What follows belongs to an exercise in optimizing a design on an open flow for small area, a short achievable clock period and few clock cycles; a production flow would make more cautious choices. No run shown here included a check of the RTL's function; only the layout flow was run.

==> flow/config.mk <==
export PLATFORM = sky130hd
export DESIGN_NAME = voxel_ray_traversal_unit
export DESIGN_NICKNAME = voxel_ray_traversal_unit
export VERILOG_FILES = /design/flow/design.v
export SDC_FILE = /design/flow/constraint.sdc
export NUM_CORES = 4
export LEC_CHECK = 0
export CAP_MARGIN = 20
export CORE_MARGIN = 2
export CORE_UTILIZATION = 40
export SETUP_SLACK_MARGIN = 4.7
export SLEW_MARGIN = 20
==> flow/run.sh <==
#!/bin/bash
# synth_recipe.tcl (not shown) runs the flow's synth.tcl, then flattens the netlist and writes it again
# the make line also repeats each setting of config.mk as NAME=value (left out here)
make -C /OpenROAD-flow-scripts/flow DESIGN_CONFIG=/design/flow/config.mk WORK_HOME=/design/flow/orfs CLKGATE_MAP_FILE= SYNTH_SCRIPT=/design/flow/synth_recipe.tcl finish
==> flow/design.v <==
`default_nettype none
package vrt_pkg;
    localparam int CRD_W    = 16;
    localparam int IDX_W    = 8;
    localparam int T_W      = 32;
    localparam int VS_W     = 5;
    localparam int NUM_AXES = 3;
    localparam logic [T_W-1:0] T_SAT = '1;
    typedef enum logic [1:0] {
        ST_IDLE,
        ST_DIV_LOAD,
        ST_DIV_WAIT,
        ST_EMIT
    } vrt_state_t;
    typedef enum logic [1:0] {
        OP_IDX_S,
        OP_IDX_E,
        OP_TNEXT,
        OP_TSTEP
    } div_op_t;
    typedef struct packed {
        logic       capture;
        logic       div_start;
        logic       div_store;
        logic       emit;
        div_op_t    op;
        logic [1:0] axis;
    } vrt_cmd_t;
    typedef struct packed {
        logic                div_done;
        logic [NUM_AXES-1:0] flat;
        logic                last_now;
    } vrt_status_t;
endpackage
`default_nettype wire
`default_nettype none
module voxel_ray_traversal_unit (
    input  wire logic        clk,
    input  wire logic        rst_n,
    input  wire logic        start,
    output logic             busy,
    input  wire logic        voxel_size_we,
    input  wire logic [4:0]  voxel_size,
    input  wire logic [15:0] start_x,
    input  wire logic [15:0] start_y,
    input  wire logic [15:0] start_z,
    input  wire logic [15:0] end_x,
    input  wire logic [15:0] end_y,
    input  wire logic [15:0] end_z,
    output logic             voxel_valid,
    output logic [7:0]       voxel_x,
    output logic [7:0]       voxel_y,
    output logic [7:0]       voxel_z,
    output logic             last_voxel_flag,
    output logic             truncated
);
    function automatic logic [16:0] rstep(input logic [16:0] x, input logic [15:0] dx,
                                          input logic cin);
        logic [17:0] m;
        m = {1'b0, x} + {2'b11, dx} + {17'd0, cin};
        rstep = m[17] ? {1'b0, x[15:0]} : {1'b1, m[15:0]};
    endfunction
    function automatic logic [5:0] istep(input logic [4:0] r, input logic b,
                                         input logic [4:0] v);
        logic [6:0] m;
        m = {1'b0, r, b} - {2'b00, v};
        istep = m[6] ? {1'b0, r[3:0], b} : {1'b1, m[4:0]};
    endfunction
    logic [4:0]  v;             
    logic        fe_idx, fe_rdy;
    logic [2:0]  fcnt;
    logic [7:0]  ncur  [3];     
    logic [7:0]  nendv [3];     
    logic [7:0]  nslo  [3];     
    logic [15:0] ndx   [3];     
    logic [2:0]  ndcin;
    logic [2:0]  nneg;
    logic [4:0]  ri_s  [3];
    logic [4:0]  ri_e  [3];
    logic        be_div, be_emit;
    logic [4:0]  bcnt;
    logic [15:0] dx    [3];
    logic [2:0]  dcin;
    logic [15:0] rn    [3];
    logic [15:0] rs    [3];
    logic [7:0]  slo   [3];
    logic [2:0]  sat_n;
    logic [2:0]  sat_s;
    logic [7:0]  cur   [3];
    logic [7:0]  endv  [3];
    logic [2:0]  neg;
    logic [31:0] tn    [3];
    logic [31:0] ts    [3];
    logic [2:0]  ovf;
    logic        valid_r, last_r, trunc_r, first;
    logic [5:0]  count;
    logic [15:0] s_in [3];
    logic [15:0] e_in [3];
    logic        done, be_free, xfer, cap;
    assign s_in[0] = start_x;
    assign s_in[1] = start_y;
    assign s_in[2] = start_z;
    assign e_in[0] = end_x;
    assign e_in[1] = end_y;
    assign e_in[2] = end_z;
    assign done    = valid_r && last_r;
    assign be_free = !(be_div || be_emit) || done;
    assign xfer    = fe_rdy && be_free;
    assign busy    = fe_idx || fe_rdy;
    assign cap     = !busy;       
    logic [15:0] rn_nx  [3];
    logic [15:0] rs_nx  [3];
    logic        qn     [3];
    logic        qs     [3];
    logic [4:0]  ris_nx [3];
    logic [4:0]  rie_nx [3];
    logic        qis    [3];
    logic        qie    [3];
    always_comb begin
        for (int a = 0; a < 3; a++) begin
            logic [16:0] st;
            logic [5:0]  is;
            st = rstep({rn[a], slo[a][7]}, dx[a], dcin[a]);
            qn[a]    = st[16];
            rn_nx[a] = st[15:0];
            st = rstep({rs[a], 1'b0}, dx[a], dcin[a]);
            qs[a]    = st[16];
            rs_nx[a] = st[15:0];
            is = istep(ri_s[a], ncur[a][7], v);
            qis[a]    = is[5];
            ris_nx[a] = is[4:0];
            is = istep(ri_e[a], nendv[a][7], v);
            qie[a]    = is[5];
            rie_nx[a] = is[4:0];
        end
    end
    logic [5:0]  hi  [3];
    logic [7:0]  lo  [3];
    logic [2:0]  satn_c, sats_c;
    logic        n_at_end;
    always_comb begin
        for (int a = 0; a < 3; a++) begin
            logic [16:0] sn, ss;
            if (nneg[a]) begin
                hi[a] = {1'b0, v} + {1'b0, ri_s[a]};
                lo[a] = nslo[a];
            end else begin
                hi[a] = {1'b0, v} - {1'b0, ri_s[a]} - {5'd0, (nslo[a] != 8'd0)};
                lo[a] = 8'd0 - nslo[a];
            end
            sn = {11'd0, hi[a]} + {1'b1, ndx[a]} + {16'd0, ndcin[a]};
            ss = {12'd0, v}     + {1'b1, ndx[a]} + {16'd0, ndcin[a]};
            satn_c[a] = !sn[16];
            sats_c[a] = !ss[16];
        end
        n_at_end = (ncur[0] == nendv[0]) && (ncur[1] == nendv[1]) && (ncur[2] == nendv[2]);
    end
    logic [2:0]  pre_ax;
    logic        pre;
    logic [2:0]  allone;
    logic        lt01, lt02, lt12;
    logic [2:0]  axm;           
    logic [2:0]  stepm;         
    logic        step_en;
    logic        do_pre;
    logic [32:0] tsum [3];
    logic        at_end_nx;
    logic [2:0]  eq;
    logic [2:0]  eqs;
    always_comb begin
        for (int a = 0; a < 3; a++) begin
            pre_ax[a] = neg[a] && (cur[a] != endv[a]);
            eq[a]     = (cur[a] == endv[a]);
            eqs[a]    = neg[a] ? (cur[a] == endv[a] + 8'd1) : (cur[a] + 8'd1 == endv[a]);
            allone[a] = &tn[a];
            tsum[a]   = {1'b0, tn[a]} + {1'b0, ts[a]};
        end
        pre  = |pre_ax;
        lt01 = !ovf[0] && (ovf[1] ? !allone[0] : (tn[0] < tn[1]));
        lt02 = !ovf[0] && (ovf[2] ? !allone[0] : (tn[0] < tn[2]));
        lt12 = !ovf[1] && (ovf[2] ? !allone[1] : (tn[1] < tn[2]));
        axm[0] = lt01 && lt02;
        axm[1] = !lt01 && lt12;
        axm[2] = !axm[0] && !axm[1];
        do_pre  = first && pre;
        step_en = !done && (do_pre || be_emit);
        stepm   = do_pre ? pre_ax : axm;
        at_end_nx = (stepm[0] ? eqs[0] : eq[0]) &&
                    (stepm[1] ? eqs[1] : eq[1]) &&
                    (stepm[2] ? eqs[2] : eq[2]);
    end
    always_ff @(posedge clk or negedge rst_n) begin
        if (!rst_n) begin
            fe_idx  <= 1'b0;
            fe_rdy  <= 1'b0;
            fcnt    <= '0;
            be_div  <= 1'b0;
            be_emit <= 1'b0;
            bcnt    <= '0;
            valid_r <= 1'b0;
            v       <= 5'd1;
        end else begin
            if (voxel_size_we)
                v <= (voxel_size == 5'd0) ? 5'd1 : voxel_size;
            fcnt <= fcnt + 1'b1;
            if (!busy) begin
                fe_idx <= start;
                fcnt   <= '0;
            end else if (fe_idx) begin
                if (fcnt == 3'd7) begin
                    fe_idx <= 1'b0;
                    fe_rdy <= 1'b1;
                end
            end else if (xfer) begin
                fe_rdy <= 1'b0;
            end
            bcnt <= bcnt + 1'b1;
            if (xfer) begin
                be_div  <= 1'b1;
                be_emit <= 1'b0;
                bcnt    <= '0;
                valid_r <= 1'b1;
            end else if (done) begin
                be_div  <= 1'b0;
                be_emit <= 1'b0;
                valid_r <= 1'b0;
            end else begin
                if (be_div && bcnt == 5'd31) begin
                    be_div  <= 1'b0;
                    be_emit <= 1'b1;
                end
                valid_r <= step_en;
            end
        end
    end
    always_ff @(posedge clk) begin
        if (cap) begin
            for (int a = 0; a < 3; a++) begin
                ncur[a]  <= s_in[a][15:8];
                nendv[a] <= e_in[a][15:8];
                nslo[a]  <= s_in[a][7:0];
                ndx[a]   <= e_in[a];
                ri_s[a]  <= '0;
                ri_e[a]  <= '0;
            end
        end else if (fe_idx) begin
            for (int a = 0; a < 3; a++) begin
                ncur[a]  <= {ncur[a][6:0], qis[a]};
                nendv[a] <= {nendv[a][6:0], qie[a]};
                ri_s[a]  <= ris_nx[a];
                ri_e[a]  <= rie_nx[a];
            end
            if (fcnt == 3'd0) begin
                for (int a = 0; a < 3; a++) begin
                    logic [16:0] x;
                    logic        flat;
                    x        = {1'b0, ndx[a]} + {1'b0, ~ncur[a], ~nslo[a]};
                    flat     = !x[16] && (x[15:0] == 16'hFFFF);
                    nneg[a]  <= !x[16] && !flat;
                    ndx[a]   <= x[16] ? ~x[15:0] : x[15:0];
                    ndcin[a] <= !x[16];
                end
            end
        end
        for (int a = 0; a < 3; a++) begin
            rn[a]  <= xfer ? {10'd0, hi[a]} : rn_nx[a];
            rs[a]  <= xfer ? {11'd0, v}     : rs_nx[a];
            slo[a] <= xfer ? lo[a]          : {slo[a][6:0], 1'b0};
        end
        if (xfer) begin
            for (int a = 0; a < 3; a++) begin
                dx[a]   <= ndx[a];
                cur[a]  <= ncur[a];
                endv[a] <= nendv[a];
                ovf[a]  <= 1'b0;
            end
            dcin    <= ndcin;
            sat_n   <= satn_c;
            sat_s   <= sats_c;
            neg     <= nneg;
            last_r  <= n_at_end;
            trunc_r <= 1'b0;
            first   <= 1'b1;
            count   <= '0;
        end else begin
            if (be_div) begin
                for (int a = 0; a < 3; a++) begin
                    tn[a] <= {tn[a][30:0], qn[a] | sat_n[a]};
                    ts[a] <= {ts[a][30:0], qs[a] | sat_s[a]};
                end
            end
            if (step_en) begin
                for (int a = 0; a < 3; a++) begin
                    if (stepm[a])
                        cur[a] <= neg[a] ? cur[a] - 8'd1 : cur[a] + 8'd1;
                    if (!do_pre && axm[a]) begin
                        tn[a]  <= tsum[a][31:0];
                        ovf[a] <= ovf[a] | tsum[a][32];
                    end
                end
                first   <= 1'b0;
                count   <= count + 1'b1;
                last_r  <= at_end_nx || (count == 6'd62);
                trunc_r <= !at_end_nx && (count == 6'd62);
            end
        end
    end
    assign voxel_valid     = valid_r;
    assign voxel_x         = cur[0];
    assign voxel_y         = cur[1];
    assign voxel_z         = cur[2];
    assign last_voxel_flag = last_r;
    assign truncated       = trunc_r;
endmodule
`default_nettype wire
==> flow/constraint.sdc <==
create_clock -name core_clock -period 8.0 [get_ports {clk}]
set_input_delay 1.6000 -clock core_clock [delete_from_list [all_inputs] [get_ports {clk}]]
set_output_delay 1.6000 -clock core_clock [all_outputs]
set_load 0.01 [all_outputs]
==> results of run 1 <==
-- path summary, 6_finish.rpt --
| kind | from | endpoint | slack (ns) | cells past startpoint |
|---|---|---|---|---|
| worst max-delay path | nslo[1][0] | ndx[1][14] | 4.54 | 16 |
| worst min-delay path | slo[2][0] | slo[2][1] | 0.43 | 2 |
| worst max register to register | nslo[1][0] | ndx[1][14] | 4.54 | 16 |
| worst min register to register | slo[2][0] | slo[2][1] | 0.43 | 2 |
| max in group asynchronous | rst_n | be_div | 6.64 | 1 |
| min in group asynchronous | rst_n | v[4] | 0.93 | 1 |
-- kinds of logic after synthesis --
| family | after synthesis | synth area share [%] |
|---|---|---|
| xor gates and xnor gates | 385 | 8.119 |
| buffers and inverters | 386 | 3.556 |
| adders and majority gates | 475 | 14.82 |
| and+or+nand+nor | 1225 | 13.72 |
| muxes | 153 | 3.721 |
| DFF | 606 | 39.63 |
| AOI/OAI and AO/OA | 1126 | 16.44 |
-- cells in the mapped netlist, drive strengths merged, types with 105 or more instances --
| cell | instances |
|---|---|
| ha | 445 |
| edfxtp | 427 |
| nand2 | 389 |
| a21oi | 362 |
| nor2 | 359 |
| o21ai | 344 |
| xnor2 | 274 |
| inv | 259 |
| dfxtp | 161 |
| mux2i | 139 |
| xor2 | 111 |
| clkbuf | 105 |
-- per-stage QoR --
| step | hold WS [ns] | area [sq um] | instances | util, % |
|---|---|---|---|---|
| floorplan | 0.4014 | 41650 | 4356 | - |
| global placement | 0.4076 | 44440 | 5767 | 43.00 |
| detailed placement | 0.4123 | 44450 | 5767 | 43.00 |
| CTS | 0.4272 | 49010 | 6061 | 47.42 |
| global route | 0.4473 | 50870 | 6127 | 49.22 |
| finish | 0.4252 | 50870 | 6127 | 49.22 |
-- worst max-delay path, delay by kind of cell, from the launching register on --
family,cells,cell delay (ns)
AO/OA/AOI/OAI,5,1.05
XOR/XNOR,2,0.41
adder cells (fa/ha/maj),2,0.48
buffers and inverters,5,0.60
flip-flops,1,0.39
AND/OR/NAND/NOR,2,0.25
-- area by class of cell --
type | count | area [sq um]
inverter | 259 | 999.7
fill | 9536 | 52480
sequential | 606 | 16510
clock inverter | 40 | 391.6
multi-input combinational | 3371 | 25540
clock buffer | 98 | 2066
tap | 1380 | 1727
timing repair buffer | 373 | 3642
-- per-layer routing --
metal	vias up	wire length, um	track usage (%)
met5	-	0	0
met4	0	3561	6.781
met3	184	6120	2.350
met2	882	57540	36.86
met1	16170	53340	29.00
li1	16520	-	-
-- what timing repair did --
| action | CTS | global route |
|---|---|---|
| pin swaps | 69 | 128 |
| setup buffers | 146 | 55 |
| resized for setup | 180 | 306 |
| cloned | 10 | 11 |
| endpoints found under the setup margin | 463 | 232 |
-- state kept, by name, summed over array words and instances (netlist names), 48 cells and up --
| register | flops |
|---|---|
| ndx | 48 |
| rs | 48 |
| rn | 48 |
| tn | 96 |
| dx | 48 |
| ts | 96 |
-- cell usage in the layout (no fill, tap or decap), drive strengths merged, types with 25 or more instances in the layout --
master and count:
nor2b 46, clkdlybuf4s50 122, nand2 396, xnor2 274, mux2i 139, o21a 43, edfxtp 427, clkinv 25
clkbuf 107, nor3 94, nand2b 41, ha 445, a21o 87, inv 261, dfxtp 161, fa 30
a31oi 33, xor2 111, buf 234, and3 28, a211oi 41, nand3 85, nor2 359, o21ai 344
nand4 55, a21oi 362, o21bai 26
==> qor.yml, run 1 <==
grt_max_degree: 148
required_ns: 8.36
period_minus_slack_ns: 3.465
grt.overflow.total: 0
cts_root_buf: "clkbuf_16"
syn-num-nets: 4936
max_freq_mhz: 288.6
worst_slew_pin_slew_ns: 1.551
status: "finished with violations"
die-area_sq_um: 106700
synth_cell_types: 89
ctsHoldBuffers: 0
antenna_found_initial: 0
period_share_pct: 43.31
nets: 5265
die_w_um: 326.6
setup_ws_ns: 4.535
crit_path_end_kind: "register"
critical-path-max-stage-delay_ns: 0.39
avgSynthCellArea_sq_um: 9.556
vias: 33760
drive_above_1_share_pct: 15.17
path_class: "reg -> reg"
timing.slew.headroom_pct: -3.398
worstPathArrival_ns: 3.82
clk_latency_ns: 0.65
rsz0062_at_grt: "true"
clock_sinks: 606
min_path_type: "reg -> reg"
hpwl_um: 81620
cts_buffers: 74
synth_area_sq_um: 41620
grtUsageTotal_pct: 21.71
synth-warning-count: 28
drc: 0
cts-htree-levels: 3
slew_violations: 5
synth-seq-cells: 606
ant_nets: 0
path_cells: "inv_2 > buf_12 > ha_4 > inv_2 > fa_2 > nor2b_2 > o31a_1 > o211ai_1 > a21oi_2 > nor3_2 > o41ai_2 > buf_4 > buf_4 > xor2_2 > xnor2_2 > o21ai_1"
crit_fanout: 3
io-pin-count: 133
setup-violations-final: 0
n_antenna_cell: 0
num_rows: 118
wl_um: 120600
synthCells: 4356
ys_seq_area_share_pct: 39.63
clockBufferDepth: 3
drtIter0Drc: 2304
crit_slowest_cell: "edfxtp_1"
gp_congestion: 0.8801
synthFlopType: "edfxtp_1"
synthArstFlopShare_pct: 2.970
grt_pass1_wl_um: 184100
clock_skew_ns: 0.03181
wire_per_inst_um: 19.68
cts_tree: "built"
initial_core_util_pct: 40.28
synth-edff-count: 427
vias_per_cell: 5.509
yosysTopAreaCell: "edfxtp_1"
checkFailReasons: "max-capacitance violations, max-slew violations"
synth.top_cell.area_share_pct: 30.80
grt_pass1_vias: 32770
yosys-top-cells-area: "edfxtp_1, ha_1, dfxtp_1"
worstSetupStartpointType: "register"
drv_cap: 1
io_buffers: 132
cts.clk_slew.worst_paths_ns: 0.06
core_sq_um: 103300
hold_violations: 0
area_delta_synth_final_pct: 22.22
die_h_um: 326.6
drtPass1Iterations: 5
post-place-ws_ns: 3.705
finalSetupTns_ns: 0
==> run 2, diff against run 1 <==
--- a/flow/design.v
+++ b/flow/design.v
@@ -68,15 +68,17 @@
     endfunction
     logic [4:0]  v;             
     logic        fe_idx, fe_rdy;
-    logic [2:0]  fcnt;
+    logic [3:0]  fcnt;
     logic [7:0]  ncur  [3];     
     logic [7:0]  nendv [3];     
     logic [7:0]  nslo  [3];     
     logic [15:0] ndx   [3];     
     logic [2:0]  ndcin;
     logic [2:0]  nneg;
-    logic [4:0]  ri_s  [3];
+    logic [5:0]  ri_s  [3];     
     logic [4:0]  ri_e  [3];
+    logic [2:0]  nsat_n;
+    logic [2:0]  nsat_s;
     logic        be_div, be_emit;
     logic [4:0]  bcnt;
     logic [15:0] dx    [3];
@@ -126,7 +128,7 @@
             st = rstep({rs[a], 1'b0}, dx[a], dcin[a]);
             qs[a]    = st[16];
             rs_nx[a] = st[15:0];
-            is = istep(ri_s[a], ncur[a][7], v);
+            is = istep(ri_s[a][4:0], ncur[a][7], v);
             qis[a]    = is[5];
             ris_nx[a] = is[4:0];
             is = istep(ri_e[a], nendv[a][7], v);
@@ -142,10 +144,10 @@
         for (int a = 0; a < 3; a++) begin
             logic [16:0] sn, ss;
             if (nneg[a]) begin
-                hi[a] = {1'b0, v} + {1'b0, ri_s[a]};
+                hi[a] = {1'b0, v} + ri_s[a];
                 lo[a] = nslo[a];
             end else begin
-                hi[a] = {1'b0, v} - {1'b0, ri_s[a]} - {5'd0, (nslo[a] != 8'd0)};
+                hi[a] = {1'b0, v} - ri_s[a] - {5'd0, (nslo[a] != 8'd0)};
                 lo[a] = 8'd0 - nslo[a];
             end
             sn = {11'd0, hi[a]} + {1'b1, ndx[a]} + {16'd0, ndcin[a]};
@@ -207,7 +209,7 @@
                 fe_idx <= start;
                 fcnt   <= '0;
             end else if (fe_idx) begin
-                if (fcnt == 3'd7) begin
+                if (fcnt == 4'd8) begin
                     fe_idx <= 1'b0;
                     fe_rdy <= 1'b1;
                 end
@@ -243,14 +245,21 @@
                 ri_s[a]  <= '0;
                 ri_e[a]  <= '0;
             end
+        end else if (fe_idx && fcnt == 4'd8) begin
+            for (int a = 0; a < 3; a++) begin
+                ri_s[a] <= hi[a];
+                nslo[a] <= lo[a];
+            end
+            nsat_n <= satn_c;
+            nsat_s <= sats_c;
         end else if (fe_idx) begin
             for (int a = 0; a < 3; a++) begin
                 ncur[a]  <= {ncur[a][6:0], qis[a]};
                 nendv[a] <= {nendv[a][6:0], qie[a]};
-                ri_s[a]  <= ris_nx[a];
+                ri_s[a]  <= {1'b0, ris_nx[a]};
                 ri_e[a]  <= rie_nx[a];
             end
-            if (fcnt == 3'd0) begin
+            if (fcnt == 4'd0) begin
                 for (int a = 0; a < 3; a++) begin
                     logic [16:0] x;
                     logic        flat;
@@ -263,9 +272,9 @@
             end
         end
         for (int a = 0; a < 3; a++) begin
-            rn[a]  <= xfer ? {10'd0, hi[a]} : rn_nx[a];
-            rs[a]  <= xfer ? {11'd0, v}     : rs_nx[a];
-            slo[a] <= xfer ? lo[a]          : {slo[a][6:0], 1'b0};
+            rn[a]  <= xfer ? {10'd0, ri_s[a]} : rn_nx[a];
+            rs[a]  <= xfer ? {11'd0, v}      : rs_nx[a];
+            slo[a] <= xfer ? nslo[a]         : {slo[a][6:0], 1'b0};
         end
         if (xfer) begin
             for (int a = 0; a < 3; a++) begin
@@ -275,8 +284,8 @@
                 ovf[a]  <= 1'b0;
             end
             dcin    <= ndcin;
-            sat_n   <= satn_c;
-            sat_s   <= sats_c;
+            sat_n   <= nsat_n;
+            sat_s   <= nsat_s;
             neg     <= nneg;
             last_r  <= n_at_end;
             trunc_r <= 1'b0;
==> run 2 against run 1 <==
Against the previous run:
- now clean on timing, DRC and antenna
- core utilization decreased by 0.23 points
- count of clock-buffer cells in the layout increased by 4
- routed wire length increased by 5.5%
- global-route usage increased by 0.30 points
- cell area increased by 1.5%
- critical path type unchanged
==> qor.yml, run 2 <==
status: "no timing/DRC/antenna violations"
io-pin-count: 133  # unchanged
clk_latency_ns: 0.66  # about the same
nets: 5413  # +2.8%
synth-seq-cells: 616  # +1.7%
rsz0062_at_grt: "true"
drv_cap: 0  # -1
worst_slew_pin_slew_ns: 1.085  # -0.4662 ns
synth_cell_types: 85  # -4.5%
hpwl_um: 85570  # +4.8%
initial_core_util_pct: 40.33  # +0.052 points
grt_pass1_wl_um: 188500  # +2.4%
synth-edff-count: 433  # +1.4%
whs_endpoint: "sat_n[1]"
cts-htree-levels: 3  # unchanged
drc: 0  # unchanged
cts.clk_slew.worst_paths_ns: 0.06  # about the same
yosysTopAreaCell: "edfxtp_1"
drive_above_1_share_pct: 14.35  # -0.82 points
clock_sinks: 616  # +1.7%
synthArstFlopShare_pct: 3.084  # +0.11 points
path_class: "reg -> reg"
max_freq_mhz: 265.0  # -8.2%
grtUsageTotal_pct: 22.01  # +0.30 points
worstHoldPathCells: 0  # -2
cpMostUsedCell: "buf_4"
period_share_pct: 47.18  # +3.9 points
critical-path-max-stage-delay_ns: 0.46  # +0.07 ns
die-area_sq_um: 108900  # +2.1%
period_minus_slack_ns: 3.774  # +0.3093 ns
slew_violations: 0  # -5
timing.slew.headroom_pct: 26.92  # +30 points
largest_registers: "tn x96, ts x96"
synth_most_common_cell: "ha_1"
finalSetupTns_ns: 0  # unchanged
die_h_um: 330.0  # +1.0%
syn-num-nets: 5088  # +3.1%
antenna_found_initial: 0  # unchanged
synthCells: 4507  # +3.5%
hold_violations: 0  # unchanged
num_rows: 119  # +0.85%
n_antenna_cell: 0  # unchanged
grt.overflow.total: 0  # unchanged
netlist_top_cells_count: "ha_1, edfxtp_1, nor2_1, nand2_1, o21ai_0"
ant_nets: 0  # unchanged
core_sq_um: 105400  # +2.0%
synthFlopType: "edfxtp_1"
ys_seq_area_share_pct: 39.43  # -0.20 points
drtPass1Iterations: 18  # +13
synth_area_sq_um: 42510  # +2.1%
final_common_cell: "edfxtp_1"
die_w_um: 330.0  # +1.0%
critical-path-top-delay-family: "buffers and inverters"
crit_slowest_cell: "edfxtp_1"
wire_per_inst_um: 20.23  # +2.8%
min_from: "nsat_n[1]"
timing.rr.end: "nslo[0][6]"
vias_per_cell: 5.554  # +0.81%
crit_fanout: 3  # unchanged
worstPathArrival_ns: 4.16  # +0.34 ns
layout_common_cells: "edfxtp_1, ha_1, nor2_1"
clockBufferDepth: 3  # unchanged
ff2ff_setup_slack_ns: 4.23  # -0.31 ns
min_path_type: "reg -> reg"
clock_skew_ns: 0.02545  # -0.006351 ns
synth-warning-count: 28  # unchanged
worstSetupStartpointType: "register"
required_ns: 8.38  # +0.02 ns
avgSynthCellArea_sq_um: 9.432  # -1.3%
wl_um: 127100  # +5.5%
drtIter0Drc: 2314  # +0.43%
cts_root_buf: "clkbuf_16"
synth.top_cell.area_share_pct: 30.59  # -0.22 points
cts_tree: "built"
vias: 34900  # +3.4%
grt_max_degree: 162  # +9.5%
grt_pass1_vias: 33540  # +2.4%
io_buffers: 132  # unchanged
rr_worst_depth: 25  # +9
r2r-start: "nslo[0][5]"
crit_path_end_kind: "register"
cts_buffers: 76  # +2.7%
worst-path-buf-inv: 21  # +16
yosys-top-cells-area: "edfxtp_1, ha_1, dfxtp_1"
gp_congestion: 0.8520  # -3.2%
area_delta_synth_final_pct: 21.50
setup-violations-final: 0  # unchanged
-- run 2: per-layer routing --
metal  vias up  routed length [um]  track usage [%]
met3       224                5481            2.510
met4         0                4800            7.840
met5         -                   0                0
met1     16810               54520            28.22
li1      17000                   -                -
met2       862               62340            38.24
-- run 2: worst max path at each step --
stage                          start    endpoint  slack (ns)  depth (start not counted)
after floorplan           nslo[0][1]   nsat_n[0]        4.44                         18
after global placement     tn[0][29]   tn[1][30]        3.35                         12
after detailed placement   tn[0][29]   tn[1][30]        3.27                         12
after CTS                 nslo[0][1]   nsat_n[0]        4.37                         18
after global routing      nslo[0][5]   nsat_n[0]        4.12                         15
final                     nslo[0][5]  nslo[0][6]        4.23                         25
-- run 2: final cells by class --
class | count | area, sq um
Tap cell | 1391 | 1740
Clock buffer | 102 | 2122
Timing Repair inverter | 2 | 17.52
Multi-Input combinational cell | 3485 | 25830
Sequential cell | 616 | 16780
Clock inverter | 37 | 349.1
Fill cell | 9742 | 53770
Timing Repair Buffer | 395 | 3810
Inverter | 256 | 997.2
-- run 2: repair_timing --
action / CTS / global route
setup endpoints to repair: 356 / 277
cloned: 9 / 13
hold endpoints to repair: 0 / 0
pin swaps: 57 / 93
gates resized for setup: 179 / 272
hold buffers: 0 / 0
setup buffers: 152 / 64
-- run 2: logic make-up (layout without fill, tap and decap cells) --
kind of cell	Yosys count	in the layout	synth area share [%]
DFF	616	616	39.43
AOI/OAI and AO/OA	1089	1093	15.60
and+or+nand+nor	1389	1391	15.36
adders and majority gates	476	476	14.54
xor gates and xnor gates	380	380	7.873
buffers and inverters	412	792	3.738
muxes	145	145	3.455
-- run 2: worst register-to-register path, stage by stage (launching register included) --
cell and delay [ns]:
edfxtp_1 0.46, nor3_2 0.25, nand3_2 0.11, buf_4 0.15
buf_6 0.10, buf_4 0.12, buf_4 0.12, buf_4 0.12
buf_4 0.12, buf_4 0.12, buf_4 0.12, buf_4 0.12
buf_4 0.12, buf_4 0.13, buf_6 0.11, buf_4 0.12
buf_6 0.10, buf_6 0.11, buf_6 0.11, buf_4 0.12
buf_4 0.12, buf_4 0.12, buf_4 0.13, buf_6 0.12
xnor2_4 0.16, a21oi_2 0.06
-- run 2: metrics by stage --
stage          std cells  hold slack [ns]  setup slack, ns  area, sq um  util [%]
3_3_place_gp        5907           0.4053            3.352        45300     42.97
5_1_grt             6284           0.4386            4.118        51650     49.00
3_5_place_dp        5907           0.4045            3.271        45300     42.98
2_1_floorplan       4507           0.4003            4.437        42550         -
6_report            6284           0.4178            4.226        51650     49.00
4_1_cts             6207           0.4180            4.368        49770     47.21
==> run 3, diff against run 2 <==
--- a/flow/design.v
+++ b/flow/design.v
@@ -67,7 +67,7 @@
         istep = m[6] ? {1'b0, r[3:0], b} : {1'b1, m[4:0]};
     endfunction
     logic [4:0]  v;             
-    logic        fe_idx, fe_rdy;
+    logic        fe_idx, fe_rdy, fe_opl;
     logic [3:0]  fcnt;
     logic [7:0]  ncur  [3];     
     logic [7:0]  nendv [3];     
@@ -79,8 +79,8 @@
     logic [4:0]  ri_e  [3];
     logic [2:0]  nsat_n;
     logic [2:0]  nsat_s;
-    logic        be_div, be_emit;
-    logic [4:0]  bcnt;
+    logic        dv_run, dv_full;
+    logic [4:0]  dcnt;
     logic [15:0] dx    [3];
     logic [2:0]  dcin;
     logic [15:0] rn    [3];
@@ -88,6 +88,9 @@
     logic [7:0]  slo   [3];
     logic [2:0]  sat_n;
     logic [2:0]  sat_s;
+    logic [31:0] qn    [3];
+    logic [31:0] qs    [3];
+    logic        be_act, be_emit;
     logic [7:0]  cur   [3];
     logic [7:0]  endv  [3];
     logic [2:0]  neg;
@@ -99,6 +102,7 @@
     logic [15:0] s_in [3];
     logic [15:0] e_in [3];
     logic        done, be_free, xfer, cap;
+    logic        abort, tnload, opload, dv_free;
     assign s_in[0] = start_x;
     assign s_in[1] = start_y;
     assign s_in[2] = start_z;
@@ -106,14 +110,20 @@
     assign e_in[1] = end_y;
     assign e_in[2] = end_z;
     assign done    = valid_r && last_r;
-    assign be_free = !(be_div || be_emit) || done;
+    assign be_free = !be_act || done;
     assign xfer    = fe_rdy && be_free;
     assign busy    = fe_idx || fe_rdy;
     assign cap     = !busy;       
+    assign abort   = be_act && !be_emit && done;
+    assign tnload  = (be_act && !be_emit && !done && dv_full) ||
+                     (xfer && fe_opl && dv_full);
+    assign dv_free = !(dv_run || dv_full) || abort ||
+                     (be_act && !be_emit && !done && dv_full);
+    assign opload  = fe_rdy && !fe_opl && dv_free;
     logic [15:0] rn_nx  [3];
     logic [15:0] rs_nx  [3];
-    logic        qn     [3];
-    logic        qs     [3];
+    logic        qnb    [3];
+    logic        qsb    [3];
     logic [4:0]  ris_nx [3];
     logic [4:0]  rie_nx [3];
     logic        qis    [3];
@@ -123,10 +133,10 @@
             logic [16:0] st;
             logic [5:0]  is;
             st = rstep({rn[a], slo[a][7]}, dx[a], dcin[a]);
-            qn[a]    = st[16];
+            qnb[a]   = st[16];
             rn_nx[a] = st[15:0];
             st = rstep({rs[a], 1'b0}, dx[a], dcin[a]);
-            qs[a]    = st[16];
+            qsb[a]   = st[16];
             rs_nx[a] = st[15:0];
             is = istep(ri_s[a][4:0], ncur[a][7], v);
             qis[a]    = is[5];
@@ -185,7 +195,7 @@
         axm[1] = !lt01 && lt12;
         axm[2] = !axm[0] && !axm[1];
         do_pre  = first && pre;
-        step_en = !done && (do_pre || be_emit);
+        step_en = be_act && !done && (do_pre || be_emit);
         stepm   = do_pre ? pre_ax : axm;
         at_end_nx = (stepm[0] ? eqs[0] : eq[0]) &&
                     (stepm[1] ? eqs[1] : eq[1]) &&
@@ -195,10 +205,13 @@
         if (!rst_n) begin
             fe_idx  <= 1'b0;
             fe_rdy  <= 1'b0;
+            fe_opl  <= 1'b0;
             fcnt    <= '0;
-            be_div  <= 1'b0;
+            dv_run  <= 1'b0;
+            dv_full <= 1'b0;
+            dcnt    <= '0;
+            be_act  <= 1'b0;
             be_emit <= 1'b0;
-            bcnt    <= '0;
             valid_r <= 1'b0;
             v       <= 5'd1;
         end else begin
@@ -216,21 +229,33 @@
             end else if (xfer) begin
                 fe_rdy <= 1'b0;
             end
-            bcnt <= bcnt + 1'b1;
+            if (xfer)
+                fe_opl <= 1'b0;
+            else if (opload)
+                fe_opl <= 1'b1;
+            dcnt <= dcnt + 1'b1;
+            if (opload) begin
+                dv_run  <= 1'b1;
+                dv_full <= 1'b0;
+                dcnt    <= '0;
+            end else if (abort || tnload) begin
+                dv_run  <= 1'b0;
+                dv_full <= 1'b0;
+            end else if (dv_run && dcnt == 5'd31) begin
+                dv_run  <= 1'b0;
+                dv_full <= 1'b1;
+            end
             if (xfer) begin
-                be_div  <= 1'b1;
-                be_emit <= 1'b0;
-                bcnt    <= '0;
+                be_act  <= 1'b1;
+                be_emit <= tnload;
                 valid_r <= 1'b1;
             end else if (done) begin
-                be_div  <= 1'b0;
+                be_act  <= 1'b0;
                 be_emit <= 1'b0;
                 valid_r <= 1'b0;
             end else begin
-                if (be_div && bcnt == 5'd31) begin
-                    be_div  <= 1'b0;
+                if (tnload)
                     be_emit <= 1'b1;
-                end
                 valid_r <= step_en;
             end
         end
@@ -272,46 +297,53 @@
             end
         end
         for (int a = 0; a < 3; a++) begin
-            rn[a]  <= xfer ? {10'd0, ri_s[a]} : rn_nx[a];
-            rs[a]  <= xfer ? {11'd0, v}      : rs_nx[a];
-            slo[a] <= xfer ? nslo[a]         : {slo[a][6:0], 1'b0};
+            rn[a]  <= opload ? {10'd0, ri_s[a]} : rn_nx[a];
+            rs[a]  <= opload ? {11'd0, v}       : rs_nx[a];
+            slo[a] <= opload ? nslo[a]          : {slo[a][6:0], 1'b0};
+        end
+        if (opload) begin
+            for (int a = 0; a < 3; a++)
+                dx[a] <= ndx[a];
+            dcin  <= ndcin;
+            sat_n <= nsat_n;
+            sat_s <= nsat_s;
+        end
+        if (dv_run) begin
+            for (int a = 0; a < 3; a++) begin
+                qn[a] <= {qn[a][30:0], qnb[a] | sat_n[a]};
+                qs[a] <= {qs[a][30:0], qsb[a] | sat_s[a]};
+            end
+        end
+        if (tnload) begin
+            for (int a = 0; a < 3; a++) begin
+                tn[a]  <= qn[a];
+                ts[a]  <= qs[a];
+                ovf[a] <= 1'b0;
+            end
         end
         if (xfer) begin
             for (int a = 0; a < 3; a++) begin
-                dx[a]   <= ndx[a];
                 cur[a]  <= ncur[a];
                 endv[a] <= nendv[a];
-                ovf[a]  <= 1'b0;
             end
-            dcin    <= ndcin;
-            sat_n   <= nsat_n;
-            sat_s   <= nsat_s;
             neg     <= nneg;
             last_r  <= n_at_end;
             trunc_r <= 1'b0;
             first   <= 1'b1;
             count   <= '0;
-        end else begin
-            if (be_div) begin
-                for (int a = 0; a < 3; a++) begin
-                    tn[a] <= {tn[a][30:0], qn[a] | sat_n[a]};
-                    ts[a] <= {ts[a][30:0], qs[a] | sat_s[a]};
-                end
-            end
-            if (step_en) begin
-                for (int a = 0; a < 3; a++) begin
-                    if (stepm[a])
-                        cur[a] <= neg[a] ? cur[a] - 8'd1 : cur[a] + 8'd1;
-                    if (!do_pre && axm[a]) begin
-                        tn[a]  <= tsum[a][31:0];
-                        ovf[a] <= ovf[a] | tsum[a][32];
-                    end
+        end else if (step_en) begin
+            for (int a = 0; a < 3; a++) begin
+                if (stepm[a])
+                    cur[a] <= neg[a] ? cur[a] - 8'd1 : cur[a] + 8'd1;
+                if (!do_pre && axm[a]) begin
+                    tn[a]  <= tsum[a][31:0];
+                    ovf[a] <= ovf[a] | tsum[a][32];
                 end
-                first   <= 1'b0;
-                count   <= count + 1'b1;
-                last_r  <= at_end_nx || (count == 6'd62);
-                trunc_r <= !at_end_nx && (count == 6'd62);
             end
+            first   <= 1'b0;
+            count   <= count + 1'b1;
+            last_r  <= at_end_nx || (count == 6'd62);
+            trunc_r <= !at_end_nx && (count == 6'd62);
         end
     end
     assign voxel_valid     = valid_r;
--- a/flow/config.mk
+++ b/flow/config.mk
@@ -5,8 +5,8 @@
 export SDC_FILE = /design/flow/constraint.sdc
 export NUM_CORES = 4
 export LEC_CHECK = 0
-export CAP_MARGIN = 20
+export CAP_MARGIN = 30
 export CORE_MARGIN = 2
 export CORE_UTILIZATION = 40
 export SETUP_SLACK_MARGIN = 4.7
-export SLEW_MARGIN = 20
+export SLEW_MARGIN = 30
==> run 3 against run 2 <==
Against the previous run:
- still clean on timing, DRC and antenna
- register-to-register slack improved by 0.15 ns
- sequential share of layout area increased by 5.4 points
- routed wire length increased by 7.6%
- clock skew increased by 0.033 ns
- global-route usage decreased by 0.33 points
- non-clock buffer count decreased by 79
- flip-flop and latch count increased by 195
- setup slack improved by 0.15 ns
- largest cell class unchanged
==> qor.yml, run 3 <==
cts-htree-levels: 3  # unchanged
netlist_top_cells_count: "nand2_1, edfxtp_1, ha_1, nor2_1, a21oi_1"
worst-path-buf-inv: 2  # -90%
drc: 0  # unchanged
yosys-top-cells-area: "edfxtp_1, ha_1, dfxtp_1"
wire_per_inst_um: 20.08  # -0.73%
drtIter0Drc: 2834  # +22%
crit_slowest_cell: "fa_1"
vias_per_cell: 5.469  # -1.5%
period_share_pct: 45.35  # -1.8 points
syn-num-nets: 5447  # +7.1%
avgSynthCellArea_sq_um: 9.850  # +4.4%
synth_top_family_by_area: "compound AO/OA/AOI/OAI gates"
area_delta_synth_final_pct: 19.32
seq_area_sq_um: 21670  # +29%
worstHoldPathCells: 0  # unchanged
drv_cap: 0  # unchanged
instances_no_fill: 6814  # +8.4%
grt_pass1_wl_um: 207900  # +10%
setup-violations-final: 0  # unchanged
rr_worst_depth: 18  # -28%
path_class: "reg -> reg"
worst_slew_pin_slew_ns: 0.8341  # -0.2507 ns
die_h_um: 350.2  # +6.1%
hpwl_um: 96130  # +12%
status: "no timing/DRC/antenna violations"
clk_latency_ns: 0.71  # +0.05 ns
fin_util_pct: 47.92  # -1.1 points
clock_sinks: 811  # +32%
timing.slew.headroom_pct: 43.52  # +17 points
cts_tree: "built"
synth_compound_area_share_pct: 15.04  # -0.57 points
initial_core_util_pct: 40.16  # -0.16 points
hold_slack_ns: 0.4176  # -0.0001840 ns
io_buffers: 132  # unchanged
drive_above_1_share_pct: 11.21  # -3.1 points
clock_skew_ns: 0.05845  # +0.03300 ns
worstSetupStartpointType: "register"
ant_nets: 0  # unchanged
layout_common_cells: "nand2_1, edfxtp_1, ha_1"
yosysTopAreaCell: "edfxtp_1"
hold_violations: 0  # unchanged
critical-path-max-stage-delay_ns: 0.53  # +0.07 ns
num_rows: 127  # +6.7%
synth-warning-count: 30  # +7.1%
synth_area_sq_um: 47930  # +13%
synthFlopType: "edfxtp_1"
die_w_um: 350.2  # +6.1%
antenna_found_initial: 0  # unchanged
path_cells: "inv_2 > ha_4 > nand3_4 > or3_4 > fa_1 > inv_2 > ha_4 > xnor2_2 > o21ai_2 > ha_1 > a21o_1 > a21o_1 > a21oi_2 > nor2b_1 > o21ai_1 > nand2b_1 > a21oi_2 > nor2b_1"
io-pin-count: 133  # unchanged
core_sq_um: 119300  # +13%
synthArstFlopShare_pct: 2.713  # -0.37 points
gp_congestion: 0.8956  # +5.1%
drtPass1Iterations: 5  # -13
synth_cell_types: 86  # +1.2%
synth-simple-area-share_pct: 14.52  # -0.84 points
vias: 37270  # +6.8%
wl_um: 136900  # +7.6%
min_path_type: "reg -> reg"
grt_pass1_vias: 35970  # +7.3%
place_inst: 6477  # +9.6%
crit_fanout: 3  # unchanged
finalSetupTns_ns: 0  # unchanged
synthAdderAreaFrac_pct: 12.90  # -1.6 points
critical-path-top-delay-family: "adder cells"
grtUsageTotal_pct: 21.68  # -0.33 points
grt_max_degree: 112  # -31%
die-area_sq_um: 122600  # +13%
slew_violations: 0  # unchanged
synth-seq-cells: 811  # +32%
crit_cells: 18  # -28%
worstPathArrival_ns: 4.08  # -0.08 ns
clockBufferDepth: 3  # unchanged
multi_input_area_sq_um: 26010  # +0.68%
period_minus_slack_ns: 3.628  # -0.1467 ns
synth.top_cell.area_share_pct: 33.14  # +2.6 points
synth_mux_area_share_pct: 2.274  # -1.2 points
crit_path_end_kind: "register"
required_ns: 8.45  # +0.07 ns
rsz0062_at_grt: "true"
synth_most_common_cell: "nand2_1"
ys_seq_area_share_pct: 45.15  # +5.7 points
cts_root_buf: "clkbuf_16"
final_common_cell: "nand2_1"
max_freq_mhz: 275.7  # +4.0%
cts_buffers: 94  # +24%
fillers: 10950  # +12%
synthCells: 4866  # +8.0%
nets: 5702  # +5.3%
synth-edff-count: 529  # +22%
cts.clk_slew.worst_paths_ns: 0.06  # about the same
grt.overflow.total: 0  # unchanged
yosys.area_share.xor_xnor_pct: 6.670  # -1.2 points
run 3: changes by cell type after synthesis, sizes merged, moves of 13 or more:
| cell | change |
|---|---|
| a31oi | +46 |
| and3 | +23 |
| dfxtp | +96 |
| edfxtp | +96 |
| mux2i | -30 |
| nand2 | +183 |
| nor2 | -61 |
| o21bai | +13 |
| o31ai | -17 |
| xnor2 | -19 |
run 3: logic make-up after synthesis:
kind of cell / Yosys count
simple gates: 1511
compound gates: 1166
flops: 811
fa+ha+maj: 476
buf+inv: 429
xor+xnor: 365
mux: 108
run 3: metal layers:
metal / global-route usage [%] / wire, um
met1: 29.50 / 61890
met2: 35.86 / 63910
met3: 2.370 / 6268
met4: 7.389 / 4785
met5: 0 / 0
run 3: repair_timing:
action | CTS | global route
cloned | 7 | 6
hold buffers | 0 | 0
endpoints found under the setup margin | 373 | 244
pin swaps | 66 | 113
gates resized for setup | 170 | 168
buffers inserted | 88 | 58
run 3: area by class of cell:
type	count	area share [%]
Clock inverter	55	1.396
Clock buffer	120	4.498
Sequential cell	811	37.89
Tap cell	1612	3.527
Antenna cell	2	0.008751
Inverter	267	1.844
Timing Repair inverter	1	0.01094
Timing Repair Buffer	316	5.347
Multi-Input combinational cell	3630	45.48
run 3: worst paths after layout:
| check | slack (ns) | endpoint | from |
|---|---|---|---|
| min in group asynchronous | 1.27 | fcnt[1] | rst_n |
| max in group asynchronous | 6.37 | dv_run | rst_n |
| setup reg to reg | 4.37 | nsat_n[0] | nslo[0][0] |
| setup / recovery | 4.37 | nsat_n[0] | nslo[0][0] |
| hold / removal | 0.42 | ts[1][31] | qs[1][31] |
| hold reg to reg | 0.42 | ts[1][31] | qs[1][31] |
run 3: through the flow:
step	setup slack [ns]	cell area, sq um
after global placement	3.696	50930
after CTS	4.320	55770
after floorplan	4.508	47970
final	4.372	57190
after detailed placement	3.830	50950
after global routing	4.233	57180
==> run 4, diff against run 3 <==
--- a/flow/config.mk
+++ b/flow/config.mk
@@ -10,3 +10,4 @@
 export CORE_UTILIZATION = 40
 export SETUP_SLACK_MARGIN = 4.7
 export SLEW_MARGIN = 30
+export TNS_END_PERCENT = 5
==> run 4 against run 3 <==
Against the previous run:
- still clean on timing, DRC and antenna
- final cell count down 1.5%
- core utilization down 1.5 points
- critical endpoint is now voxel_x[3]
- highest routed layer unchanged
==> qor.yml, run 4 <==
antenna_found_initial: 3  # +3
n_antenna_cell: 0  # -2
crit_cells: 1  # -17
avgSynthCellArea_sq_um: 9.850  # unchanged
clk_latency_ns: 0.71  # about the same
period_minus_slack_ns: 3.669  # +0.04122 ns
status: "no timing/DRC/antenna violations"
die_h_um: 350.2  # unchanged
gp_congestion: 0.8974  # +0.20%
io-pin-count: 133  # unchanged
grtUsageTotal_pct: 21.48  # -0.20 points
yosys-top-cells-area: "edfxtp_1, ha_1, dfxtp_1"
grt_max_degree: 91  # -19%
rsz0062_at_grt: "true"
synth-warning-count: 30  # unchanged
grt_pass1_vias: 35680  # -0.83%
max_freq_mhz: 272.6  # -1.1%
vias_per_cell: 5.450  # -0.36%
path_cells: "clkdlybuf4s50_1"
die_w_um: 350.2  # unchanged
nets: 5605  # -1.7%
synth.top_cell.area_share_pct: 33.14  # unchanged
initial_core_util_pct: 40.16  # unchanged
instances_no_fill: 6712  # -1.5%
layout_common_cells: "nand2_1, edfxtp_1, ha_1"
cts-htree-levels: 3  # unchanged
path_class: "reg -> out"
die-area_sq_um: 122600  # unchanged
worst-path-buf-inv: 1  # -1
min_path_type: "reg -> reg"
cts_buffers: 91  # -3.2%
slew_violations: 0  # unchanged
ff2ff_setup_slack_ns: 4.36  # about the same
timing.slew.headroom_pct: 40.85  # -2.7 points
critical-path-max-stage-delay_ns: 0.70  # +0.17 ns
wire_per_inst_um: 19.87  # -1.1%
synth_cell_types: 86  # unchanged
drtIter0Drc: 2503  # -12%
wl_um: 133400  # -2.5%
ctsHoldBuffers: 0  # unchanged
yosysTopAreaCell: "edfxtp_1"
drive_above_1_share_pct: 7.608  # -3.6 points
finalSetupTns_ns: 0  # unchanged
io_buffers: 132  # unchanged
core_sq_um: 119300  # unchanged
endpoint: "voxel_x[3]"
crit_slowest_cell: "edfxtp_1"
crit_start: "cur[0][3]"
min_from: "slo[1][4]"
post-place-ws_ns: 3.912  # +0.08141 ns
required_ns: 6.40  # -2.05 ns
crit_path_end_kind: "primary output"
synth_most_common_cell: "nand2_1"
hpwl_um: 96560  # +0.45%
area_delta_synth_final_pct: 15.52
synth_area_sq_um: 47930  # unchanged
drtPass1Iterations: 6  # +1
synthCells: 4866  # unchanged
r2r-start: "ndx[0][0]"
drc: 0  # unchanged
ys_seq_area_share_pct: 45.15  # unchanged
worst_slew_pin_slew_ns: 0.8872  # +0.05314 ns
synth-seq-cells: 811  # unchanged
setup_ws_ns: 4.331  # -0.04122 ns
hold_violations: 0  # unchanged
clock_sinks: 811  # unchanged
setup-violations-final: 0  # unchanged
netlist_top_cells_count: "nand2_1, edfxtp_1, ha_1, nor2_1, a21oi_1"
timing.rr.end: "nneg[0]"
hold_slack_ns: 0.4195  # +0.001963 ns
fin_util_pct: 46.40  # -1.5 points
worstSetupStartpointType: "register"
clockBufferDepth: 3  # unchanged
period_share_pct: 45.86  # +0.52 points
cts_tree: "built"
synth-edff-count: 529  # unchanged
worstPathArrival_ns: 2.07  # -2.01 ns
design_area_sq_um: 55370  # -3.2%
cts.clk_slew.worst_paths_ns: 0.06  # about the same
num_rows: 127  # unchanged
syn-num-nets: 5447  # unchanged
placed_area_sq_um: 50960  # about the same
grt_pass1_wl_um: 205200  # -1.3%
vias: 36580  # -1.9%
rr_worst_depth: 12  # -6
crit_fanout: 14  # +11
place_inst: 6478  # +0.015%
critical-path-top-delay-family: "flip-flops"
cts_root_buf: "clkbuf_16"
final_common_cell: "nand2_1"
synthFlopType: "edfxtp_1"
synthArstFlopShare_pct: 2.713  # unchanged
ant_nets: 0  # unchanged
drv_cap: 0  # unchanged
clock_skew_ns: 0.03827  # -0.02018 ns
grt.overflow.total: 0  # unchanged
## run 4: cell types whose count changed in the layout (fill, tap and decap cells not counted), sizes merged, moves of 3 or more
cell,change
dlygate4sd2,-10
clkinv,+3
bufinv,-4
clkbuf,-7
clkdlybuf4s50,+13
buf,-90
clkinvlp,-4
## run 4: repair_timing
item	4_1_cts	5_1_grt
pin swaps	41	51
gates resized for setup	91	61
cloned	4	2
setup buffers	39	18
setup endpoints to repair	345	357
## run 4: layout make-up
type	instances	area, sq um
Clock inverter	50	724.4
Inverter	267	1040
Tap cell	1612	2017
Clock buffer	119	2462
Timing Repair inverter	1	8.758
Sequential cell	811	21650
Timing Repair Buffer	222	2110
Multi-Input combinational cell	3630	25350
Fill cell	11150	63970
## run 4: worst min-delay path by stage
stage / depth (start not counted) / end
final: 2 / slo[1][5]
after CTS: 0 / sat_n[1]
after global placement: 0 / ts[0][31]
after floorplan: 0 / sat_n[0]
after global routing: 0 / sat_n[1]
after detailed placement: 0 / ts[0][31]
## run 4: per-layer routing
| metal | global-route usage, % | vias to the layer above | routed length, um |
|---|---|---|---|
| li1 | - | 17960 | - |
| met1 | 28.30 | 17510 | 59540 |
| met2 | 36.44 | 881 | 63020 |
| met3 | 3.101 | 228 | 6442 |
| met4 | 6.518 | 0 | 4382 |
| met5 | 0 | - | 0 |
## run 4: kinds of logic after synthesis
kind of cell / count (synthesis) / share of synthesized area [%]
AOI/OAI and AO/OA: 1166 / 15.04
buffers and inverters: 429 / 3.451
DFF: 811 / 45.15
adders and majority gates: 476 / 12.90
muxes: 108 / 2.274
xor gates and xnor gates: 365 / 6.670
and+or+nand+nor: 1511 / 14.52
==> run 5, diff against run 4 <==
--- a/flow/config.mk
+++ b/flow/config.mk
@@ -8,6 +8,7 @@
 export CAP_MARGIN = 30
 export CORE_MARGIN = 2
 export CORE_UTILIZATION = 40
+export CTS_BUF_LIST = sky130_fd_sc_hd__clkbuf_8
+export CTS_CLUSTER_SIZE = 20
 export SETUP_SLACK_MARGIN = 4.7
 export SLEW_MARGIN = 30
-export TNS_END_PERCENT = 5
==> run 5 against run 4 <==
Against the previous run:
- synthesized cell count stayed put
- register-to-register slack about the same
- clock skew increased by 0.018 ns
- setup slack improved by 0.022 ns
- highest routed layer unchanged
- via count increased by 2.7%
- critical path depth grew 16
- routed wire length increased by 2.7%
- hold slack got worse by 0.0028 ns
- die area unchanged
- final cell count is 3.1% higher
==> qor.yml, run 5 <==
clock_sinks: 811  # unchanged
antenna_found_initial: 1  # -2
synth.top_cell.area_share_pct: 33.14  # unchanged
synth-edff-count: 529  # unchanged
worst-path-buf-inv: 1  # unchanged
worstPathArrival_ns: 4.23  # +2.16 ns
required_ns: 8.59  # +2.19 ns
die_w_um: 350.2  # unchanged
rsz0062_at_grt: "true"
synth-warning-count: 30  # unchanged
wire_per_inst_um: 19.80  # -0.38%
avgSynthCellArea_sq_um: 9.850  # unchanged
worst_slew_pin_slew_ns: 0.8516  # -0.03557 ns
use_met2_pct: 35.62  # -0.82 points
synth_most_common_cell: "nand2_1"
status: "no timing/DRC/antenna violations"
grt_pass1_vias: 36280  # +1.7%
synthArstFlopShare_pct: 2.713  # unchanged
area_delta_synth_final_pct: 18.46
cts_buffers: 148  # +63%
synthFlopType: "edfxtp_1"
cts_tree: "built"
num_rows: 127  # unchanged
busiest_layer: "met2"
drv_cap: 0  # unchanged
cts-htree-levels: 4  # +1
vias_per_cell: 5.431  # -0.35%
finalSetupTns_ns: 0  # unchanged
final_common_cell: "nand2_1"
clockBufferDepth: 3  # unchanged
period_share_pct: 45.59  # -0.27 points
grtUsageTotal_pct: 21.71  # +0.23 points
die-area_sq_um: 122600  # unchanged
drc: 0  # unchanged
nets: 5757  # +2.7%
yosys-top-cells-area: "edfxtp_1, ha_1, dfxtp_1"
die_h_um: 350.2  # unchanged
max_freq_mhz: 274.2  # +0.60%
core_sq_um: 119300  # unchanged
fillers: 11050  # -0.85%
synth-seq-cells: 811  # unchanged
timing.rr.end: "nsat_n[0]"
drive_above_1_share_pct: 12.35  # +4.7 points
wl_um: 137000  # +2.7%
crit_path_end_kind: "register"
hold_violations: 0  # unchanged
ys_seq_area_share_pct: 45.15  # unchanged
worstSetupStartpointType: "register"
timing.slew.headroom_pct: 43.22  # +2.4 points
crit_slowest_cell: "fa_1"
critical-path-max-stage-delay_ns: 0.53  # -0.17 ns
hold_slack_ns: 0.4167  # -0.002783 ns
vias: 37580  # +2.7%
synth_cell_types: 86  # unchanged
initial_core_util_pct: 40.16  # unchanged
multi_input_area_sq_um: 25980  # +2.5%
hpwl_um: 96130  # -0.45%
cts.clk_slew.worst_paths_ns: 0.06  # about the same
layout_common_cells: "nand2_1, edfxtp_1, ha_1"
drtIter0Drc: 2737  # +9.3%
met3_usage_pct: 3.070  # -0.032 points
grt_max_degree: 112  # +23%
endpoint: "nsat_n[0]"
ant_nets: 0  # unchanged
path_class: "reg -> reg"
yosysTopAreaCell: "edfxtp_1"
use_met1_pct: 29.08  # +0.77 points
setup-violations-final: 0  # unchanged
io-pin-count: 133  # unchanged
slew_violations: 0  # unchanged
clk_latency_ns: 0.87  # +0.16 ns
drtPass1Iterations: 5  # -1
rr_worst_depth: 17  # +5
ff2ff_setup_slack_ns: 4.35  # about the same
path_cells: "nor3_2 > nand3_4 > or3_4 > fa_1 > inv_2 > ha_4 > xnor2_2 > o21ai_2 > ha_1 > a21o_1 > a21o_1 > a21oi_2 > nor2b_1 > o21ai_1 > nand2b_1 > a21oi_2 > nor2b_1"
period_minus_slack_ns: 3.647  # -0.02189 ns
ctsHoldBuffers: 0  # unchanged
cts_root_buf: "clkbuf_8"
critical-path-top-delay-family: "adder cells"
synth_area_sq_um: 47930  # unchanged
seq_area_sq_um: 21700  # +0.21%
grt_pass1_wl_um: 207300  # +1.1%
grt.overflow.total: 0  # unchanged
netlist_top_cells_count: "nand2_1, edfxtp_1, ha_1, nor2_1, a21oi_1"
syn-num-nets: 5447  # unchanged
gp_congestion: 0.8956  # -0.20%
r2r-start: "nslo[0][4]"
min_path_type: "reg -> reg"
io_buffers: 132  # unchanged
synthCells: 4866  # unchanged
crit_cells: 17  # +16
crit_start: "nslo[0][4]"
clock_skew_ns: 0.05586  # +0.01758 ns
crit_fanout: 2  # -12
run 5: cell counts after synthesis:
No cell type changed its count.
run 5: cell type report:
cell class	instances	area share, %
Multi-Input combinational cell	3630	45.75
Sequential cell	811	38.22
Timing Repair Buffer	317	5.267
Clock buffer	159	3.854
Tap cell	1612	3.552
Inverter	267	1.871
Clock inverter	117	1.446
Antenna cell	6	0.02644
Timing Repair inverter	1	0.01542
run 5: worst min-delay path by stage:
stage	start	endpoint	slack, ns	cells after the start
floorplan	nsat_n[0]	sat_n[0]	0.40	0
finish	qs[1][12]	qs[1][13]	0.42	0
CTS	qs[1][12]	ts[1][12]	0.41	0
global route	nsat_s[0]	sat_s[0]	0.43	0
detailed placement	qs[1][31]	ts[1][31]	0.41	0
global placement	qs[2][31]	ts[2][31]	0.40	0
run 5: cell families after synthesis:
| family | share of synthesized area, % |
|---|---|
| xor gates and xnor gates | 6.670 |
| DFF | 45.15 |
| AOI/OAI and AO/OA | 15.04 |
| buffers and inverters | 3.451 |
| muxes | 2.274 |
| adders and majority gates | 12.90 |
| and+or+nand+nor | 14.52 |
run 5: through the flow:
stage	std cells	worst slack [ns]	cell area, sq um	util [%]
finish	6920	4.353	56780	47.58
global route	6918	4.211	56780	47.58
CTS	6844	4.299	55210	46.26
detailed placement	6477	3.830	50950	42.70
global placement	6477	3.696	50930	42.68
floorplan	4866	4.508	47970	-
run 5: what timing repair did:
item	in CTS	in global routing
pin swaps	52	118
hold endpoints to repair	0	0
endpoints found under the setup margin	365	265
setup buffers	85	63
cloned	6	6
resized for setup	178	202
run 5: metal layers:
metal | vias to the layer above | wire [um] | part of all wire (%)
met2 | 978 | 63650 | 46
met4 | 0 | 4696 | 3.4
met3 | 255 | 7102 | 5.2
met1 | 18070 | 61550 | 45
li1 | 18280 | - | -
met5 | - | 0 | 0
==> run 6, diff against run 5 <==
--- a/flow/config.mk
+++ b/flow/config.mk
@@ -7,7 +7,7 @@
 export LEC_CHECK = 0
 export CAP_MARGIN = 30
 export CORE_MARGIN = 2
-export CORE_UTILIZATION = 40
+export CORE_UTILIZATION = 60
 export CTS_BUF_LIST = sky130_fd_sc_hd__clkbuf_8
 export CTS_CLUSTER_SIZE = 20
 export SETUP_SLACK_MARGIN = 4.7
==> run 6 against run 5 <==
Against the previous run:
- still clean
- count of clock-buffer cells in the layout grew 1
- critical path depth grew 1
- flip-flop and latch count is the same
- core utilization grew 23 points
- first-iteration DRC count grew 29%
- setup slack lost 0.030 ns
- highest routed layer unchanged
==> qor.yml, run 6 <==
status: "no timing/DRC/antenna violations"
worstPathArrival_ns: 4.24  # about the same
yosys-top-cells-area: "edfxtp_1, ha_1, dfxtp_1"
busiest_layer: "met2"
use_met1_pct: 43.44  # +14 points
io-pin-count: 133  # unchanged
ff2ff_setup_slack_ns: 4.32  # -0.03 ns
final_common_cell: "nand2_1"
hold_violations: 0  # unchanged
vias_per_cell: 6.053  # +11%
cts.clk_slew.worst_paths_ns: 0.06  # about the same
r2r-start: "nslo[0][1]"
clockBufferDepth: 3  # unchanged
min_path_type: "reg -> reg"
die_w_um: 286.6  # -18%
crit_fanout: 3  # +1
path_class: "reg -> reg"
clock_sinks: 811  # unchanged
grt.overflow.total: 0  # unchanged
yosysTopAreaCell: "edfxtp_1"
die_h_um: 286.6  # -18%
wl_um: 138500  # +1.1%
timing.slew.headroom_pct: 35.18  # -8.0 points
grt_max_degree: 138  # +23%
drtPass1Iterations: 8  # +3
netlist_top_cells_count: "nand2_1, edfxtp_1, ha_1, nor2_1, a21oi_1"
cts-htree-levels: 4  # unchanged
clk_latency_ns: 0.82  # -0.05 ns
synth-seq-cells: 811  # unchanged
ctsHoldBuffers: 0  # unchanged
grt_pass1_vias: 36360  # +0.20%
synth_cell_types: 86  # unchanged
grt_pass1_wl_um: 206300  # -0.51%
worstSetupStartpointType: "register"
synth.top_cell.area_share_pct: 33.14  # unchanged
synth_area_sq_um: 47930  # unchanged
instances_no_fill: 6349  # -8.3%
synthFlopType: "edfxtp_1"
ys_seq_area_share_pct: 45.15  # unchanged
ant_nets: 0  # unchanged
cts_buffers: 142  # -4.1%
required_ns: 8.56  # -0.03 ns
setup-violations-final: 0  # unchanged
nets: 5758  # +0.017%
worstHoldPathCells: 0  # unchanged
drive_above_1_share_pct: 12.03  # -0.33 points
layout_common_cells: "nand2_1, edfxtp_1, ha_1"
synth-edff-count: 529  # unchanged
slew_violations: 0  # unchanged
rsz0062_at_grt: "true"
period_minus_slack_ns: 3.677  # +0.03001 ns
min_from: "nsat_s[2]"
syn-num-nets: 5447  # unchanged
period_share_pct: 45.96  # +0.38 points
num_rows: 103  # -19%
wire_per_inst_um: 21.82  # +10%
place_inst: 5919  # -8.6%
use_met2_pct: 52.83  # +17 points
antenna_found_initial: 4  # +3
synthArstFlopShare_pct: 2.713  # unchanged
clock_skew_ns: 0.03276  # -0.02310 ns
avgSynthCellArea_sq_um: 9.850  # unchanged
core_sq_um: 79000  # -34%
synth-warning-count: 30  # unchanged
io_buffers: 132  # unchanged
-- run 6: worst max-delay path by stage --
stage / start / endpoint / slack [ns] / cells past startpoint
after floorplan: nslo[0][1] / nsat_n[0] / 4.51 / 18
after global placement: tn[1][31] / cur[2][5] / 3.97 / 11
after detailed placement: tn[1][31] / cur[2][7] / 3.91 / 11
after CTS: nslo[0][5] / nsat_n[0] / 4.40 / 17
after global routing: nslo[0][1] / nsat_n[0] / 4.20 / 18
final: nslo[0][1] / nsat_n[0] / 4.32 / 18
-- run 6: repair_timing --
action / in CTS / in global routing
endpoints found under the hold margin: 0 / 0
cloned: 6 / 12
buffers inserted: 68 / 78
gates resized for setup: 166 / 187
pin swaps: 37 / 87
setup endpoints to repair: 304 / 221
-- run 6: per-layer routing --
layer / part of all wire, % / vias up
met3: 6.5 / 298
met1: 42 / 18530
li1: - / 18310
met2: 47 / 1296
met5: 0 / -
met4: 4.6 / 0
-- run 6: worst max-delay path, stage by stage, from the launching register on --
cell and delay, ns:
edfxtp_1 0.40, inv_2 0.11, ha_4 0.15, nand3_2 0.09, or3_4 0.37, fa_1 0.53
inv_2 0.05, ha_4 0.21, xnor2_2 0.12, o21ai_2 0.16, ha_1 0.26, a21o_1 0.17
a21o_1 0.19, a21oi_2 0.15, nor2b_1 0.06, o21ai_1 0.13, nand2b_1 0.09, a21oi_2 0.13
nor2b_1 0.05
-- run 6: area by class of cell --
class | instances | area, sq um
antenna | 2 | 5.005
clock buffer | 160 | 2202
clock inverter | 104 | 554.3
fill | 6076 | 23120
inverter | 267 | 1055
multi-input combinational | 3631 | 25900
sequential | 811 | 21700
tap | 1050 | 1314
timing repair buffer | 321 | 3119
timing repair inverter | 3 | 28.78
-- run 6: logic make-up after synthesis --
logic type / synth area share [%]
AOI/OAI and AO/OA: 15.04
buffers and inverters: 3.451
adders and majority gates: 12.90
xor gates and xnor gates: 6.670
muxes: 2.274
and+or+nand+nor: 14.52
DFF: 45.15
-- run 6: through the flow --
stage               utilization (%)  hold WS [ns]  area, sq um  setup slack (ns)
floorplan                         -        0.4003        47970             4.508
global placement              63.62        0.4012        50260             3.970
detailed placement            63.64        0.4045        50280             3.912
CTS                           68.44        0.4199        54070             4.398
global route                  70.73        0.4310        55870             4.201
finish                        70.73        0.4187        55870             4.323

## afterwards: timing with drivers on the ports
The results above use ideal ports. As a check the final layouts listed here were re-extracted and re-timed, cells and wires unchanged.
Step 1 assumes that a clkbuf_16 drives the clock port and a buf_2 every other input.
Step 2 adds t to the input delays and takes it off the output delays; t is the mean of the earliest and latest rising clock arrival at the registers after step 1. Input paths then give back, and output paths get back, about the clock's delay inside the block.
a / b / c = ideal ports / drivers / drivers and shift; a / b = the first two.
run | shift t [ns] | setup slack, ns | worst setup path after step 2 | latest minus earliest clock arrival (ns) | worst slew at a driven data input, ns
run 1 | 0.704 | 4.535 / 4.535 / 4.535 | register to register | 0.039 / 0.039 | 0.04
run 2 | 0.715 | 4.226 / 4.226 / 4.226 | register to register | 0.026 / 0.026 | 0.04
run 3 | 0.755 | 4.372 / 4.372 / 4.372 | register to register | 0.058 / 0.058 | 0.11
run 4 | 0.768 | 4.331 / 4.257 / 4.357 | register to register | 0.039 / 0.039 | 0.14
run 5 | 0.925 | 4.353 / 4.353 / 4.353 | register to register | 0.056 / 0.056 | 0.11
run 6 | 0.876 | 4.323 / 4.323 / 4.323 | register to register | 0.036 / 0.036 | 0.10
